This is an optimization exercise on Yosys and OpenROAD, whose aim is a short achievable clock period and few clock cycles, not a production implementation.
In this exercise RTL edits were held to simulation tests only and were not proved equivalent to the original.
Power figures rest on the tool's default switching activity, not on a simulated workload.

## config.mk

```make
export PLATFORM = sky130hd
export DESIGN_NAME = dcache_top
export DESIGN_NICKNAME = dcache_top
export VERILOG_FILES = /design/flow/design.v
export SDC_FILE = /design/flow/constraint.sdc
export NUM_CORES = 4
export LEC_CHECK = 0
export ABC_CLOCK_PERIOD_IN_PS = 100
export CAP_MARGIN = 20
export CORE_MARGIN = 2
export CORE_UTILIZATION = 40
export SETUP_SLACK_MARGIN = 5
export SLEW_MARGIN = 20
export SYNTH_HIERARCHICAL = 1
export SYNTH_MINIMUM_KEEP_SIZE = 0
```

## constraint.sdc

```tcl
create_clock -name core_clock -period 8.0 [get_ports {CLK}]
set_input_delay 1.6000 -clock core_clock [delete_from_list [all_inputs] [get_ports {CLK}]]
set_output_delay 1.6000 -clock core_clock [all_outputs]
set_load 0.01 [all_outputs]
```

## design.v

```verilog
`timescale 1ns/1ps
module dcache_way (
        input  logic [25:0] a,
        input  logic [25:0] b,
        output logic        eq
);
        logic [26:0] aa, bb;
        logic [8:0]  g;
        assign aa = {1'b0, a};
        assign bb = {1'b0, b};
        for (genvar i = 0; i < 9; i++) begin : g_eq
                dcache_eq3 u_eq (.a(aa[3*i +: 3]), .b(bb[3*i +: 3]), .eq(g[i]));
        end
        dcache_and9 u_and (.x(g), .y(eq));
endmodule
module dcache_eq3 (
        input  logic [2:0] a,
        input  logic [2:0] b,
        output logic       eq
);
        assign eq = (a == b);
endmodule
module dcache_and9 (
        input  logic [8:0] x,
        output logic       y
);
        assign y = &x;
endmodule
`timescale 1ns/1ps
module dcache_victim_sel (
        input  logic [15:0] teq,        
        input  logic [15:0] valid,
        input  logic [2:0]  idx,
        output logic [3:0]  m1,         
        output logic        h0,         
        output logic        h1          
);
        logic [7:0] dec, t0, t1, v0, v1;
        dcache_dec3 u_dec (.idx(idx), .dec(dec));
        for (genvar s = 0; s < 8; s++) begin : g_s
                assign t0[s] = teq[2*s];
                assign t1[s] = teq[2*s+1];
                assign v0[s] = valid[2*s];
                assign v1[s] = valid[2*s+1];
        end
        for (genvar c = 0; c < 4; c++) begin : g_m1
                dcache_ao8 u_m1 (.dec(dec), .t(t1), .v(v1), .y(m1[c]));
        end
        dcache_ao8 u_h0 (.dec(dec), .t(t0), .v(v0), .y(h0));
        dcache_ao8 u_h1 (.dec(dec), .t(t1), .v(v1), .y(h1));
endmodule
module dcache_dec3 (
        input  logic [2:0] idx,
        output logic [7:0] dec
);
        always_comb begin
                for (int s = 0; s < 8; s++) dec[s] = (idx == 3'(s));
        end
endmodule
module dcache_ao8 (
        input  logic [7:0] dec,
        input  logic [7:0] t,
        input  logic [7:0] v,
        output logic       y
);
        assign y = |(dec & t & v);
endmodule
`timescale 1ns/1ps
module dcache_ctrl (
        input  logic [31:0] rd0,
        input  logic [31:0] rd1,
        input  logic [3:0]  m1,
        input  logic [31:0] dload,
        input  logic        use_dload,
        output logic [31:0] word
);
        for (genvar i = 0; i < 32; i++) begin : g_bit
                assign word[i] = use_dload ? dload[i] : (m1[i / 8] ? rd1[i] : rd0[i]);
        end
endmodule
module dcache_decide (
        input  logic       h0,          
        input  logic       h1,          
        input  logic       cf,          
        input  logic       req,         
        input  logic       e_free,      
        input  logic       af,          
        input  logic       wr,          
        input  logic       vdirty,      
        input  logic       ld_done,     
        input  logic       nr_o,        
        input  logic       nw_o,        
        input  logic       load_o,      
        output logic       hit_go,
        output logic       miss_go,
        output logic       n_read,
        output logic       n_write,
        output logic       n_load,
        output logic       n_dhit
);
        assign miss_go = req & e_free & ~(h0 | h1 | cf);
        assign hit_go = req & (cf ? af : (h0 | h1));
        assign n_read = miss_go ? ~vdirty : nr_o;
        assign n_write = miss_go ? vdirty : nw_o;
        assign n_load = (miss_go & ~wr) | load_o;
        assign n_dhit = hit_go | (miss_go & wr) | ld_done;
endmodule
`timescale 1ns/1ps
module dcache_top (
        input  logic        CLK,
        input  logic        nRST,
        input  logic        cpu_read,
        input  logic        cpu_write,
        input  logic [31:0] cpu_addr,
        input  logic [31:0] cpu_wdata,
        input  logic        halt,
        output logic        dhit,
        output logic        flushed,
        output logic [31:0] dmemload,
        output logic        mem_read,
        output logic        mem_write,
        output logic [31:0] mem_addr,
        output logic [31:0] mem_wdata,
        input  logic        dwait,
        input  logic [31:0] dload
);
        logic [25:0] tag_q [16];
        logic [31:0] d0_q [16];
        logic [31:0] d1_q [16];
        logic [15:0] valid_q, dirty_q;
        logic [7:0]  lru_q;             
        logic        c_load_q;          
        logic        c_flush_q;         
        logic        dhit_q;
        logic [31:0] dmemload_q;
        logic        flushed_q;
        logic        cm_hit_q, cm_miss_q, cm_store_q, cm_wd_q;
        logic [3:0]  cm_k_q;
        logic [31:0] cm_wdata_q;
        logic        mem_read_q, mem_write_q;
        logic [31:0] mem_addr_q, mem_wdata_q;
        logic        e_w1_q;            
        logic [3:0]  e_k_q;             
        logic [25:0] e_tag_q;           
        logic [25:0] e_otag_q;          
        logic        e_wd_q, e_store_q;
        logic [31:0] e_wdata_q;
        assign dhit = dhit_q;
        assign dmemload = dmemload_q;
        assign flushed = flushed_q;
        assign mem_read = mem_read_q;
        assign mem_write = mem_write_q;
        assign mem_addr = mem_addr_q;
        assign mem_wdata = mem_wdata_q;
        logic [2:0]  idx;
        logic [25:0] tg;
        logic        wd;
        logic        hw0, hw1, hit_any;
        logic        e_busy, e_accept, e_finish, e_free, conflict, fresh, req;
        logic        miss_go, hit_go, fwd_sel;
        logic [3:0]  vk;
        logic        vdirty;
        logic [31:0] rd0, rd1;
        assign idx = cpu_addr[5:3];
        assign tg = cpu_addr[31:6];
        assign wd = cpu_addr[2];
        logic [15:0] teq;
        logic [3:0]  m1;
        for (genvar k = 0; k < 16; k++) begin : g_cmp
                dcache_way u_cmp (.a(tag_q[k]), .b(tg), .eq(teq[k]));
        end
        dcache_victim_sel u_sel (.teq(teq), .valid(valid_q), .idx(idx), .m1(m1), .h0(hw0), .h1(hw1));
        assign hit_any = hw0 | hw1;
        assign e_busy = mem_read_q | mem_write_q;
        assign e_accept = e_busy & ~dwait;
        assign e_finish = mem_read_q & e_w1_q & ~dwait;
        assign e_free = ~e_busy | e_finish;
        logic ceq;
        dcache_way u_ccmp (.a(e_tag_q), .b(tg), .eq(ceq));
        assign conflict = e_busy && ceq && (idx == e_k_q[3:1]);
        assign fresh = !c_load_q && !c_flush_q && !flushed_q && !dhit_q;
        assign req = (cpu_read || cpu_write) && fresh;
        logic avail_w, fwd_w;
        assign avail_w = mem_read_q && e_w1_q && !wd;
        assign fwd_w = mem_read_q && !dwait && (e_w1_q == wd) && !(e_store_q && (e_wd_q == wd));
        assign fwd_sel = conflict && (e_w1_q == wd);
        logic n_read, n_write, n_load, n_dhit, ld_done, nr_o, nw_o, load_o;
        dcache_decide u_dec (.h0(hw0), .h1(hw1), .cf(conflict), .req(req), .e_free(e_free),
                             .af(avail_w || fwd_w), .wr(cpu_write), .vdirty(vdirty),
                             .ld_done(ld_done), .nr_o(nr_o), .nw_o(nw_o), .load_o(load_o),
                             .hit_go(hit_go), .miss_go(miss_go), .n_read(n_read),
                             .n_write(n_write), .n_load(n_load), .n_dhit(n_dhit));
        logic [25:0] vs_tag [8];
        logic [31:0] vs_d0 [8];
        logic [7:0]  vs_dirty;
        always_comb begin
                for (int s = 0; s < 8; s++) begin
                        vs_tag[s] = lru_q[s] ? tag_q[2*s+1] : tag_q[2*s];
                        vs_d0[s] = lru_q[s] ? d0_q[2*s+1] : d0_q[2*s];
                        vs_dirty[s] = lru_q[s] ? (valid_q[2*s+1] && dirty_q[2*s+1])
                                               : (valid_q[2*s] && dirty_q[2*s]);
                end
        end
        assign vk = {idx, lru_q[idx]};
        assign vdirty = vs_dirty[idx];
        assign rd0 = wd ? d1_q[{idx, 1'b0}] : d0_q[{idx, 1'b0}];
        assign rd1 = wd ? d1_q[{idx, 1'b1}] : d0_q[{idx, 1'b1}];
        logic [31:0] dm_word;
        dcache_ctrl u_word (.rd0(rd0), .rd1(rd1), .m1(m1), .dload(dload),
                            .use_dload(c_load_q || fwd_sel), .word(dm_word));
        logic        fl_any;
        logic [3:0]  fl_k;
        always_comb begin
                fl_any = 1'b0;
                fl_k = '0;
                for (int k = 15; k >= 0; k--) begin
                        if (dirty_q[k]) begin
                                fl_any = 1'b1;
                                fl_k = 4'(k);
                        end
                end
        end
        logic fl_go, flushing, wb_done, fl_next, fl_end;
        assign fl_go = fresh && halt && !e_busy;
        assign flushing = c_flush_q;
        assign wb_done = mem_write_q && e_w1_q && !dwait;
        assign fl_next = flushing && wb_done && fl_any;
        assign fl_end = (fl_go || (flushing && wb_done)) && !fl_any;
        logic        n_w1;
        logic [31:0] n_addr, n_wdata;
        always_comb begin
                nr_o = mem_read_q;
                nw_o = mem_write_q;
                n_w1 = e_w1_q;
                if (e_accept) begin
                        if (mem_write_q && !e_w1_q) begin
                                n_w1 = 1'b1;
                        end else if (mem_write_q) begin
                                n_w1 = 1'b0;
                                if (flushing) begin
                                        nw_o = fl_any;
                                end else begin
                                        nw_o = 1'b0;
                                        nr_o = 1'b1;
                                end
                        end else if (!e_w1_q) begin
                                n_w1 = 1'b1;
                        end else begin
                                nr_o = 1'b0;
                                n_w1 = 1'b0;
                        end
                end
                if (fl_go) begin
                        nw_o = fl_any;
                end
                if (!e_busy || e_finish) begin
                        n_w1 = 1'b0;
                end
        end
        assign ld_done = c_load_q && mem_read_q && !dwait && (e_w1_q == e_wd_q);
        assign load_o = c_load_q && !ld_done;
        logic b_w1;
        assign b_w1 = e_w1_q | ~dwait;
        always_comb begin
                if (!e_busy || e_finish) begin
                        if (halt) begin
                                n_addr = {tag_q[fl_k], fl_k[3:1], 3'b000};
                                n_wdata = d0_q[fl_k];
                        end else begin
                                n_addr = {(vdirty ? vs_tag[idx] : tg), idx, 3'b000};
                                n_wdata = vs_d0[idx];
                        end
                end else if (mem_write_q && e_w1_q && !dwait) begin
                        if (flushing) begin
                                n_addr = {tag_q[fl_k], fl_k[3:1], 3'b000};
                                n_wdata = d0_q[fl_k];
                        end else begin
                                n_addr = {e_tag_q, e_k_q[3:1], 3'b000};
                                n_wdata = d0_q[e_k_q];
                        end
                end else begin
                        n_addr = {(mem_write_q ? e_otag_q : e_tag_q), e_k_q[3:1], b_w1, 2'b00};
                        n_wdata = b_w1 ? d1_q[e_k_q] : d0_q[e_k_q];
                end
        end
        always_ff @(posedge CLK or negedge nRST) begin
                if (!nRST) begin
                        c_load_q <= 1'b0;
                        c_flush_q <= 1'b0;
                        dhit_q <= 1'b0;
                        flushed_q <= 1'b0;
                        cm_hit_q <= 1'b0;
                        cm_miss_q <= 1'b0;
                        mem_read_q <= 1'b0;
                        mem_write_q <= 1'b0;
                        valid_q <= '0;
                        dirty_q <= '0;
                        lru_q <= '0;
                end else begin
                        mem_read_q <= n_read;
                        mem_write_q <= n_write;
                        cm_hit_q <= hit_go;
                        cm_miss_q <= miss_go;
                        dhit_q <= n_dhit;
                        c_load_q <= n_load;
                        if (cm_hit_q) begin
                                lru_q[cm_k_q[3:1]] <= ~cm_k_q[0];
                                if (cm_store_q) dirty_q[cm_k_q] <= 1'b1;
                        end
                        if (cm_miss_q) begin
                                lru_q[e_k_q[3:1]] <= ~e_k_q[0];
                                valid_q[e_k_q] <= 1'b1;
                                dirty_q[e_k_q] <= e_store_q;
                        end
                        if (fl_go || fl_next) begin
                                dirty_q[fl_k] <= 1'b0;
                                valid_q[fl_k] <= 1'b0;
                        end
                        if (fl_go && fl_any) begin
                                c_flush_q <= 1'b1;
                        end
                        if (fl_end) begin
                                c_flush_q <= 1'b0;
                                flushed_q <= 1'b1;
                        end
                end
        end
        always_ff @(posedge CLK) begin
                mem_addr_q <= n_addr;
                mem_wdata_q <= n_wdata;
                e_w1_q <= n_w1;
                dmemload_q <= dm_word;
                cm_k_q <= {idx, hw1};
                cm_store_q <= cpu_write;
                cm_wd_q <= wd;
                cm_wdata_q <= cpu_wdata;
                if (cm_hit_q && cm_store_q) begin
                        if (cm_wd_q) d1_q[cm_k_q] <= cm_wdata_q;
                        else d0_q[cm_k_q] <= cm_wdata_q;
                end
                if (cm_miss_q) begin
                        tag_q[e_k_q] <= e_tag_q;
                end
                if (mem_read_q && !dwait) begin
                        if (!e_w1_q) d0_q[e_k_q] <= (e_store_q && !e_wd_q) ? e_wdata_q : dload;
                        else d1_q[e_k_q] <= (e_store_q && e_wd_q) ? e_wdata_q : dload;
                end
                if (fresh && e_free) begin
                        e_k_q <= vk;
                        e_tag_q <= tg;
                        e_otag_q <= vs_tag[idx];
                        e_wd_q <= wd;
                        e_store_q <= cpu_write;
                        e_wdata_q <= cpu_wdata;
                end
                if (fl_go || fl_next) begin
                        e_k_q <= fl_k;
                        e_otag_q <= tag_q[fl_k];
                end
        end
endmodule
```

## run.sh

```bash
#!/bin/bash
# synth_recipe.tcl (not shown) runs the flow's synth.tcl, then flattens the netlist and writes it again
# the make line also repeats each setting of config.mk as NAME=value (left out here)
make -C /OpenROAD-flow-scripts/flow DESIGN_CONFIG=/design/flow/config.mk WORK_HOME=/design/flow/orfs CLKGATE_MAP_FILE= SYNTH_SCRIPT=/design/flow/synth_recipe.tcl finish
```

==> results of run 1 <==
-- cell usage after synthesis (all sizes together), types with 13 or more instances --
| master | n | area, µm² |
|---|---|---|
| nand2 | 1072 | 4030 |
| nor4 | 50 | 334 |
| a211oi | 46 | 345 |
| buf | 298 | 1520 |
| o221ai | 19 | 166 |
| ha | 20 | 250 |
| nand2b | 18 | 113 |
| o22a | 20 | 175 |
| nand3 | 250 | 1250 |
| o22ai | 155 | 970 |
| a32o | 20 | 200 |
| dfrtp | 48 | 1200 |
| o21a | 13 | 98.9 |
| a32oi | 23 | 201 |
| a22oi | 42 | 315 |
| conb | 18 | 67.6 |
| inv | 29 | 109 |
| edfxtp | 1530 | 45900 |
| nor2 | 654 | 2470 |
| mux2 | 36 | 409 |
| nand4 | 33 | 206 |
| clkbuf | 570 | 2140 |
| o21ai | 648 | 3250 |
| and3 | 31 | 195 |
| nor2b | 24 | 150 |
| a311oi | 19 | 204 |
| a221oi | 43 | 389 |
| a31oi | 47 | 294 |
| a21oi | 687 | 3440 |
| nor3 | 203 | 1870 |
| a221o | 15 | 150 |
| xor2 | 465 | 4070 |
| mux4 | 643 | 14500 |
| a21o | 18 | 135 |
| mux2i | 1008 | 10100 |
| dfxtp | 137 | 2740 |
| and2 | 13 | 81.3 |
-- worst max-delay path: stages --
cell and delay [ns]:
buf_6 0.10, buf_12 0.13, buf_6 0.12, xor2_2 0.18
nor3_4 0.30, nand4_1 0.39, nor3_4 0.46, nand3_1 0.13
nand4_1 0.33, buf_12 0.26, mux2i_4 0.32, o21ai_1 0.10
-- per-module statistics from Yosys (local to each module, per instance), excerpt --
module / times used / cells / area (µm²)
dcache_top: 1 / 8220 / 98000
dcache_decide: 1 / 10 / 82.6
dcache_dec3: 1 / 8 / 65.1
dcache_and9: 17 / 4 / 25.0
dcache_eq3: 153 / 4 / 36.3
dcache_way: 17 / 1 / 3.75
dcache_ao8: 6 / 10 / 63.8
dcache_ctrl: 1 / 107 / 682
-- worst max path at each step --
stage,cells past startpoint,slack (ns),endpoint,startpoint
6_report,12,4.35,dmemload_q[26],cpu_addr[20]
5_1_grt,14,4.35,dmemload_q[11],cpu_addr[20]
4_1_cts,12,4.48,dmemload_q[26],cpu_addr[29]
3_5_place_dp,11,1.85,dmemload_q[23],cpu_addr[18]
3_3_place_gp,11,1.84,dmemload_q[23],cpu_addr[18]
2_1_floorplan,9,4.33,flop,dwait
-- logic make-up after synthesis --
kind of cell / count (synthesis) / synth area share, %
muxes: 1687 / 23.7
AOI/OAI and AO/OA: 1904 / 10.6
and+or+nand+nor: 2384 / 10.4
xor gates and xnor gates: 476 / 3.96
buffers and inverters: 898 / 3.59
adders and majority gates: 20 / 0.238
DFF: 1715 / 47.4
other: 18 / 0.0642
-- cell type report --
type	instances	area [µm²]
fill	22400	131000
multi-input combinational	6551	56200
sequential	1715	50100
timing repair buffer	1020	13200
clock buffer	265	5330
tap	3515	4400
clock inverter	105	1440
inverter	30	189
antenna	37	92.6
timing repair inverter	4	37.5
-- per-layer routing --
metal / GRT usage (%) / share of wire [%] / vias up
li1: - / - / 35500
met1: 45.5 / 33 / 45200
met2: 51.9 / 39 / 9543
met3: 17.8 / 17 / 2819
met4: 29.2 / 10 / 30
met5: 1.96 / 0.13 / -
-- state kept, by name, indices dropped and copies added, names as in the netlist, 4 cells and up, named ones only --
name / count
cm_k_q: 4
cm_wdata_q: 32
d0_q: 512
d1_q: 512
dirty_q: 16
dmemload_q: 32
e_k_q: 4
e_otag_q: 26
e_tag_q: 26
e_wdata_q: 32
lru_q: 8
mem_addr_q: 30
mem_wdata_q: 32
tag_q: 416
valid_q: 16
-- metrics by stage --
step | area (µm²) | setup slack [ns] | util (%) | total power, mW
finish | 131000 | 4.35 | 50.0 | 21.3
global route | 131000 | 4.35 | 50.0 | 21.7
CTS | 127000 | 4.48 | 48.6 | 21.1
detailed placement | 112000 | 1.85 | 42.6 | 11.5
global placement | 111000 | 1.84 | 42.5 | 11.4
floorplan | 107000 | 4.33 | - | 10.9
-- power by group through the flow --
stage / Clock [mW] / Sequential [mW] / Combinational, mW
2_1_floorplan: 0 / 9.99 / 0.897
5_1_grt: 9.95 / 9.90 / 1.88
6_report: 9.62 / 9.89 / 1.81
4_1_cts: 9.56 / 9.88 / 1.65
3_5_place_dp: 0 / 10.1 / 1.39
3_3_place_gp: 0 / 10.1 / 1.37
-- what timing repair did --
| action | in CTS | in global routing |
|---|---|---|
| gates cloned | 105 | 30 |
| hold buffers | 0 | 0 |
| endpoints found under the setup margin | 2423 | 901 |
| buffers inserted | 338 | 147 |
| pin swaps | 140 | 77 |
| gates resized for setup | 1339 | 304 |
==> summary.md, run 1 <==
| Metric | Value |
|---|---|
| Hold endpoint | tag_q[3][5] |
| Cell Count, Final, Fillers Out | 13200 |
| Antenna violations before repair | 34 |
| Setup tns final | 0 ns |
| Crit. End Element | flop |
| Worst Tran Pin Value | around 1.3 ns |
| Detail Route Antenna Nets | 0 |
| Number of buffers on the longest clock path | 3 |
| WL per Instance | ~40 µm |
| DR iter-0 viols | roughly 19000 |
| Maximum vdd ir drop | between 200 and 300 µV |
| HP Start | e_tag_q[5] |
| First-pass GRT wire length | 699000 µm |
| Port bufs | 197 |
| R2R Setup Slk | ~4.6 ns |
| Post-synth EDFFs | 1530 |
| Core area | 262000 µm² |
| Fin. Hold Viols | 0 |
| Nets | 9638 |
| # setup viols final | 0 |
| Remaining DRCs | 0 |
| Required @ worst endpoint | 8.82 ns |
| Final GP Congestion | 0.956 |
| Mapped Area | 105000 µm² |
| Initial Util | 40.2% |
| Clk sinks | 1715 |
| DRT Wirelength | 532000 µm |
| Clk Latency, worst-skew pair | 0.96 ns |
| Count of final max-slew check failures | 0 |
| Switch share | 24.8% |
| Flop pwr share | 46.4% |
| Final Cycle Share | 45.7% |
| Synth Flop Type | edfxtp_1 |
| Hold path depth | 1 |
| Reg-to-reg endpoint | dmemload_q[20] |
| Post-synth cell types | 93 |
| R2r startpoint | e_tag_q[23] |
| Worst Path Max Fanout | 8 |
| Placed Cells | 12200 |
| P_int | between 15 and 20 mW |
| FFs w/ async S/R, synth | under 10% |
| Hold Slack | around 0.62 ns |
| Status | finished clean |
| Cells on worst reg2reg path | 12 |
| Clock slew at reported path FFs | 0.07 ns |
| Syn. warnings | 12 |
| Unrepaired setup endpoints after global routing | true |
| Die area | ~270000 µm² |
| Psw | 5.30 mW |
| Vias in the first global route | between 80000 and 90000 |
| Row cnt | 188 |
| Clock power frac | between 40% and 50% |
| Most common library cell in the layout ignoring fill and taps | edfxtp_1 |
| I/O pin cnt | 202 |
| Kind of critical path | in2reg |
| Total gr overflow | 0 |
| Area Growth Syn to Fin | 24.4% |
| Register area share after synthesis | 47.4% |
| Dpl hpwl | 270000 µm |
| CTS tree | yes |
| Fin crit period | 3.65 ns |
| Clk_skew | 0.110 ns |
| H-tree level count | 4 |
| Via Count | around 93000 |
| Combinational fraction of design power | ~8.5% |
| Most frequent cells in the layout | edfxtp_1 (1530), nand2_1 (1024), mux2i_1 (922) |
| Pleak | 45.9 nW |
| Fmax | 274 MHz |
| Crit start category | input port |
| CP arrival | roughly 4.5 ns |
| Post-Syn Instances | 9102 |
| HP Class | reg2reg |
| CTS buffer count | 194 |
| Largest net degree at the start of global routing | between 60 and 70 |
| Number of synthesized register bits | 1715 |
| Synth Area per Inst | ~12 µm² |
| Max Cap Viol | 0 |
| Slew HR | 14.6% |
| Gr usage total | ~38% |
| DR pass1 iterations | 20 |
| Share of layout cells above drive strength 1 | 28.8% |
| Pwr dens | 163 nW/µm² |
| Root Buffer | clkbuf_16 |
| Die X | around 520 µm |
| Via density | 7.04 |
| Die height | between 500 and 600 µm |
Testbench counts, summed over its fixed seeds: cycles 43,037.
==> run 2: changes to the inputs <==
--- a/config.mk
+++ b/config.mk
@@ -6,8 +6,8 @@
 export NUM_CORES = 4
 export LEC_CHECK = 0
-export ABC_CLOCK_PERIOD_IN_PS = 100
 export CAP_MARGIN = 20
 export CORE_MARGIN = 2
-export CORE_UTILIZATION = 40
+export CORE_UTILIZATION = 55
+export PLACE_DENSITY = 0.75
 export SETUP_SLACK_MARGIN = 5
 export SLEW_MARGIN = 20
==> run 2 against run 1 <==
The run now fails in 5_1_grt. Synthesized area did not move. Synthesized cell count did not move.
==> summary.md, run 2 <==
| Metric | Value |
|---|---|
| Status | stopped before the end |
| Last stage | 5_1_grt |
| Err | [ERROR GRT-0232] Routing congestion too high. Check the congestion heatmap in the GUI. |
| Leading area contributor after synthesis | edfxtp_1 |
| Post-Syn Instances | 9102 (unchanged) |
| Area share of the leading cell type in the synthesized netlist | 43.6% (unchanged) |
| Port bufs | 197 (unchanged) |
| H-tree level count | 4 (unchanged) |
| Row cnt | 160 (-15%) |
| Cell Area, Placed | 110000 µm² (-1.4%) |
| Largest net degree at the start of global routing | 68 |
| I/O pin cnt | 202 (unchanged) |
| Die height | 442 µm (-15%) |
| Register area share after synthesis | 47.4% (unchanged) |
| Die X | 442 µm (-15%) |
| FFs w/ async S/R, synth | 2.80% (unchanged) |
| Post-synth top cells | edfxtp_1 (1530), nand2_1 (1071), mux2i_1 (1008) |
| Mapped Area | 105000 µm² (unchanged) |
| Final GP Congestion | 1.01 (+5.7%) |
| Number of synthesized register bits | 1715 (unchanged) |
| Root Buffer | clkbuf_16 |
| Total gr overflow | 54 |
| Initial Util | 55.4% (+15 points) |
| Hold_buf cts | 0 (unchanged) |
| Syn. warnings | 12 (unchanged) |
| Gr usage total | 61.0% |
| Synth Flop Type | edfxtp_1 |
| Post-synth cell types | 93 (unchanged) |
| Synth Area per Inst | 11.6 µm² (unchanged) |
| Dpl hpwl | 248000 µm (-7.9%) |
| Most frequent cell after synthesis | edfxtp_1 |
| Post-synth EDFFs | 1530 (unchanged) |
| Clk sinks | 1715 (unchanged) |
| Synth top area cells | edfxtp_1 (44%), mux4_2 (14%), mux2i_1 (9.6%) |
| CTS buffer count | 186 (-4.1%) |
| Dpl ws | 2.30 ns (+0.445 ns) |
| Number of buffers on the longest clock path | 3 (unchanged) |
[run 2: cell counts after synthesis]
No cell type changed its count.
[run 2: logic make-up after synthesis]
| family | share of synthesized area, % |
|---|---|
| buffers and inverters | 3.59 |
| muxes | 23.7 |
| and+or+nand+nor | 10.4 |
| adders and majority gates | 0.238 |
| xor gates and xnor gates | 3.96 |
| DFF | 47.4 |
| other | 0.0642 |
| AOI/OAI and AO/OA | 10.6 |
[run 2: what timing repair did]
item | CTS
gates resized for setup | 1360
gates cloned | 148
setup endpoints to repair | 2468
pin swaps | 170
buffers inserted | 405
hold endpoints to repair | 0
[run 2: metrics by stage]
stage / cells / utilization [%] / power (mW) / hold slack (ns)
CTS: 12100 / 67.0 / 20.7 / 0.603
detailed placement: 11200 / 57.8 / 11.4 / 0.506
global placement: 11200 / 57.8 / 11.4 / 0.502
floorplan: 9120 / - / 10.9 / 0.505
[run 2: worst min path at each step]
stage / end / slack, ns / depth (start not counted) / from
after floorplan: valid_q[8] / 0.51 / 2 / valid_q[8]
after global placement: flushed_q / 0.50 / 1 / flushed_q
after detailed placement: flushed_q / 0.51 / 1 / flushed_q
after CTS: flushed_q / 0.60 / 1 / flushed_q
[run 2: routing by layer]
metal  GRT usage [%]  GRT overflow
met2            72.8            25
met4            54.2            28
met3            51.1             0
met5            31.7             0
met1            62.7             1
[run 2: modules after synthesis, one instance, submodules excluded, a selection]
module | copies in the design | cell area, µm² | flops+latches
dcache_eq3 | 153 | 36.3 | 0
dcache_top | 1 | 98000 | 1715
dcache_and9 | 17 | 25.0 | 0
dcache_ctrl | 1 | 682 | 0
dcache_decide | 1 | 82.6 | 0
dcache_way | 17 | 3.75 | 0
dcache_ao8 | 6 | 63.8 | 0
dcache_dec3 | 1 | 65.1 | 0
[run 2: power groups by stage]
stage	clock network [mW]	logic [mW]	registers [mW]
CTS	9.26	1.61	9.87
detailed placement	0	1.37	10.1
global placement	0	1.33	10.1
floorplan	0	0.897	9.99
==> run 3: changes to the inputs <==
--- a/config.mk
+++ b/config.mk
@@ -8,6 +8,5 @@
 export CAP_MARGIN = 20
 export CORE_MARGIN = 2
-export CORE_UTILIZATION = 55
-export PLACE_DENSITY = 0.75
+export CORE_UTILIZATION = 33
 export SETUP_SLACK_MARGIN = 5
 export SLEW_MARGIN = 20
==> run 3 against run 2 <==
The run now finishes clean. Synthesized area did not move. Synthesized cell count did not move.
==> summary.md, run 3 <==
| Metric | Value |
|---|---|
| Pleak | 45.8 nW |
| Clk sinks | 1715 (unchanged) |
| Leading area contributor after synthesis | edfxtp_1 |
| R2R Setup Slk | 4.62 ns |
| Worst setup margin | between 4 and 5 ns |
| Synth top area cells | edfxtp_1 (44%), mux4_2 (14%), mux2i_1 (9.6%) |
| Clk Latency, worst-skew pair | 1.02 ns |
| Area share of the leading cell type in the synthesized netlist | 43.6% (unchanged) |
| Initial Util | 33.1% (-22 points) |
| Maximum vdd ir drop | 183 µV |
| Crit-path max cell delay | 0.46 ns |
| Kind of critical path | in2reg |
| Final GP Congestion | 0.952 (-5.8%) |
| Vias in the first global route | 87100 |
| Hold endpoint | valid_q[8] |
| DRT Wirelength | 552000 µm |
| DR pass1 iterations | 22 |
| HP Class | reg2reg |
| Post-synth top cells | edfxtp_1 (1530), nand2_1 (1071), mux2i_1 (1008) |
| Switch share | 24.9% |
| Clk_skew | about 0.15 ns |
| Hold path depth | 2 |
| I/O pin cnt | 202 (unchanged) |
| Setup tns final | 0 ns |
| Crit. End Element | flop |
| Most common library cell in the layout ignoring fill and taps | edfxtp_1 |
| Unrepaired setup endpoints after global routing | true |
| Row cnt | 207 (+29%) |
| First-pass GRT wire length | 723000 µm |
| Required @ worst endpoint | 8.84 ns |
| Largest net degree at the start of global routing | 125 |
| CTS buffer count | 203 (+9.1%) |
| Most frequent cells in the layout | edfxtp_1 (1530), nand2_1 (1021), mux2i_1 (857) |
| Die area | 324000 µm² |
| Psw | 5.31 mW |
| Slew HR | 8.59% |
| Die X | 569 µm (+29%) |
| WL per Instance | around 40 µm |
| Cell Count, Final, Fillers Out | 13900 |
| Crit start category | input port |
| CP arrival | 4.49 ns |
| CTS tree | yes |
| Worst Path Max Fanout | 8 |
| Mapped Area | 105000 µm² (unchanged) |
| Most frequent cell after synthesis | edfxtp_1 |
| Via Count | 94400 |
| WL met1 | 180000 µm |
| Syn. warnings | 12 (unchanged) |
| Max Cap Viol | 0 |
| Area Growth Syn to Fin | 26.1% |
| Clock slew at reported path FFs | about 0.06 ns |
| Detail Route Antenna Nets | 0 |
| Reg-to-reg endpoint | mem_wdata_q[2] |
| Routed wl met3 | between 100000 and 150000 µm |
| Combinational fraction of design power | about 8.0% |
| Antenna violations before repair | 44 |
| Root Buffer | clkbuf_16 |
| Total power | 21.3 mW |
| H-tree level count | 4 (unchanged) |
| Die height | 569 µm (+29%) |
| Top Registers | d0_q: 512 flops, d1_q: 512 flops, tag_q: 416 flops |
| Via density | ~6.8 |
| Top layer in use | met5 |
| Slowest-stage cell, CP | nor3_4 |
| Gr usage total | between 30 and 40% |
| FFs w/ async S/R, synth | 2.80% (unchanged) |
| Dpl hpwl | 273000 µm (+10%) |
| P_int | 16.0 mW |
| Flop pwr share | 46.4% |
| Fin crit period | 3.65 ns |
| Placed Cells | 12900 (+15%) |
| Synth Flop Type | edfxtp_1 |
| Post-Syn Instances | 9102 (unchanged) |
| Clock power frac | between 40% and 50% |
| R2r startpoint | dirty_q[9] |
| Total gr overflow | 0 |
| DR iter-0 viols | 19100 |
| Cells on worst reg2reg path | 9 |
| Number of buffers on the longest clock path | 4 (+1) |
| Fmax | about 270 MHz |
| Post-synth EDFFs | 1530 (unchanged) |
| Final Cycle Share | 45.6% |
| Post-synth cell types | 93 (unchanged) |
| Core area | 318000 µm² |
| Metal2 WL | approximately 210000 µm |
| Count of final max-slew check failures | 0 |
| Port bufs | 197 (unchanged) |
| Worst Tran Pin Value | approximately 1.4 ns |
| Nets | 9632 |
| Dpl ws | 1.80 ns (-0.496 ns) |
| # setup viols final | 0 |
| Pwr dens | 161 nW/µm² |
| Status | finished clean |
| Synth Area per Inst | 11.6 µm² (unchanged) |
| Remaining DRCs | 0 |
| Critical-path cell list | buf_6, buf_12, buf_8, buf_6, xor2_1, nor3_2, nand4_1, nor3_4, and3_1, a31oi_1, nand4_1, buf_12, mux2i_4, o21ai_1 |
| Register area share after synthesis | 47.4% (unchanged) |
| Number of synthesized register bits | 1715 (unchanged) |
| Fin. Hold Viols | 0 |
| Share of layout cells above drive strength 1 | 29.8% |
| HP Start | valid_q[8] |
==> run 3: worst max-delay path by stage <==
stage                       startpoint  slack (ns)        endpoint
after detailed placement  cpu_addr[30]        1.80   dmemload_q[4]
after CTS                 cpu_addr[20]        4.48  dmemload_q[24]
after global placement    cpu_addr[10]        1.56  dmemload_q[20]
after floorplan                  dwait        4.33            flop
after global routing      cpu_addr[20]        4.39  dmemload_q[24]
final                     cpu_addr[20]        4.35  dmemload_q[24]
==> run 3: cells by family (layout without fill, tap and decap cells) <==
group | count (synthesis) | after routing | synth area share [%]
buffers and inverters | 898 | 1420 | 3.59
other | 18 | 81 | 0.0642
adder cells (fa/ha/maj) | 20 | 20 | 0.238
flip-flops | 1715 | 1715 | 47.4
multiplexers | 1687 | 1687 | 23.7
AND/OR/NAND/NOR | 2384 | 2407 | 10.4
XOR/XNOR | 476 | 476 | 3.96
AO/OA/AOI/OAI | 1904 | 1921 | 10.6
==> run 3: per-module statistics from Yosys, one instance, submodules excluded, excerpt <==
module         cell area [µm²]  cells inside  copies in the design  flip-flops and latches
dcache_and9               25.0             4                    17                       0
dcache_ao8                63.8            10                     6                       0
dcache_ctrl                682           107                     1                       0
dcache_dec3               65.1             8                     1                       0
dcache_decide             82.6            10                     1                       0
dcache_eq3                36.3             4                   153                       0
dcache_top               98000          8220                     1                    1715
dcache_way                3.75             1                    17                       0
==> run 3: through the flow <==
step / util (%) / hold WS (ns) / cell area, µm²
6_report: 41.8 / 0.584 / 133000
5_1_grt: 41.7 / 0.611 / 133000
4_1_cts: 40.3 / 0.576 / 128000
3_5_place_dp: 35.3 / 0.536 / 112000
3_3_place_gp: 35.3 / 0.525 / 112000
2_1_floorplan: - / 0.505 / 107000
==> run 3: worst max-delay path, delay by kind of cell <==
kind	cells	cell delay, ns
buf+inv	5	0.71
mux	1	0.41
compound gates	2	0.14
simple gates	5	1.44
xor+xnor	1	0.16
==> run 3: power by group through the flow <==
stage                     Sequential (mW)  Combinational [mW]  Clock (mW)
after floorplan                      9.99               0.897           0
after global placement               10.1                1.39           0
after detailed placement             10.1                1.42           0
after CTS                            9.89                1.61        9.69
after global routing                 9.90                1.78        10.0
final                                9.89                1.72        9.73
==> run 3: final cells by class <==
| cell class | instances | area [µm²] |
|---|---|---|
| diodes | 45 | 113 |
| clock buffers | 278 | 5650 |
| clock inverters | 99 | 1110 |
| fillers | 28800 | 185000 |
| inverters | 30 | 209 |
| multi-input cells | 6547 | 56900 |
| flip-flops and latches | 1715 | 50100 |
| well taps | 4180 | 5230 |
| repair buffers | 1006 | 13300 |
| repair inverters | 7 | 106 |
==> run 3: per-layer routing <==
layer	vias up	global-route usage [%]
met5	-	2.60
met4	56	25.0
met3	2828	16.6
met2	10100	43.1
met1	45800	38.5
li1	35600	-
==> run 3: repair_timing <==
item | in CTS | in global routing
pin swaps | 125 | 162
hold endpoints to repair | 0 | 0
gates resized for setup | 1397 | 493
hold buffers | 0 | 0
setup endpoints to repair | 2409 | 627
buffers inserted | 327 | 161
gates cloned | 104 | 29

-- afterwards: timing with drivers on the ports --
The flow's constraints put no driver on any port. The routed layouts listed below were extracted and timed again, unchanged, in two steps. Step 1: set_driving_cell puts a clkbuf_16 on CLK and a buf_2 on each other input, an assumption about the parent block. Step 2 times the ports against the registers' clock, not the clock port: input delays grow and output delays shrink by t, the midpoint of the rising clock arrivals with the driver on. Three values: ideal ports, drivers, drivers and shift; two values: the first two.
run	t (ns)	slack for setup (ns)	latest minus earliest clock arrival (ns)
run 1	1.004	4.348 / 4.357 / 3.353	0.113 / 0.113
run 3	1.050	4.353 / 4.373 / 3.323	0.154 / 0.154
After both steps setup and hold are still met in every run listed. For run 3, which loses most, drivers alone change the setup slack by +0.020 ns; drivers and shift together by -1.030 ns.
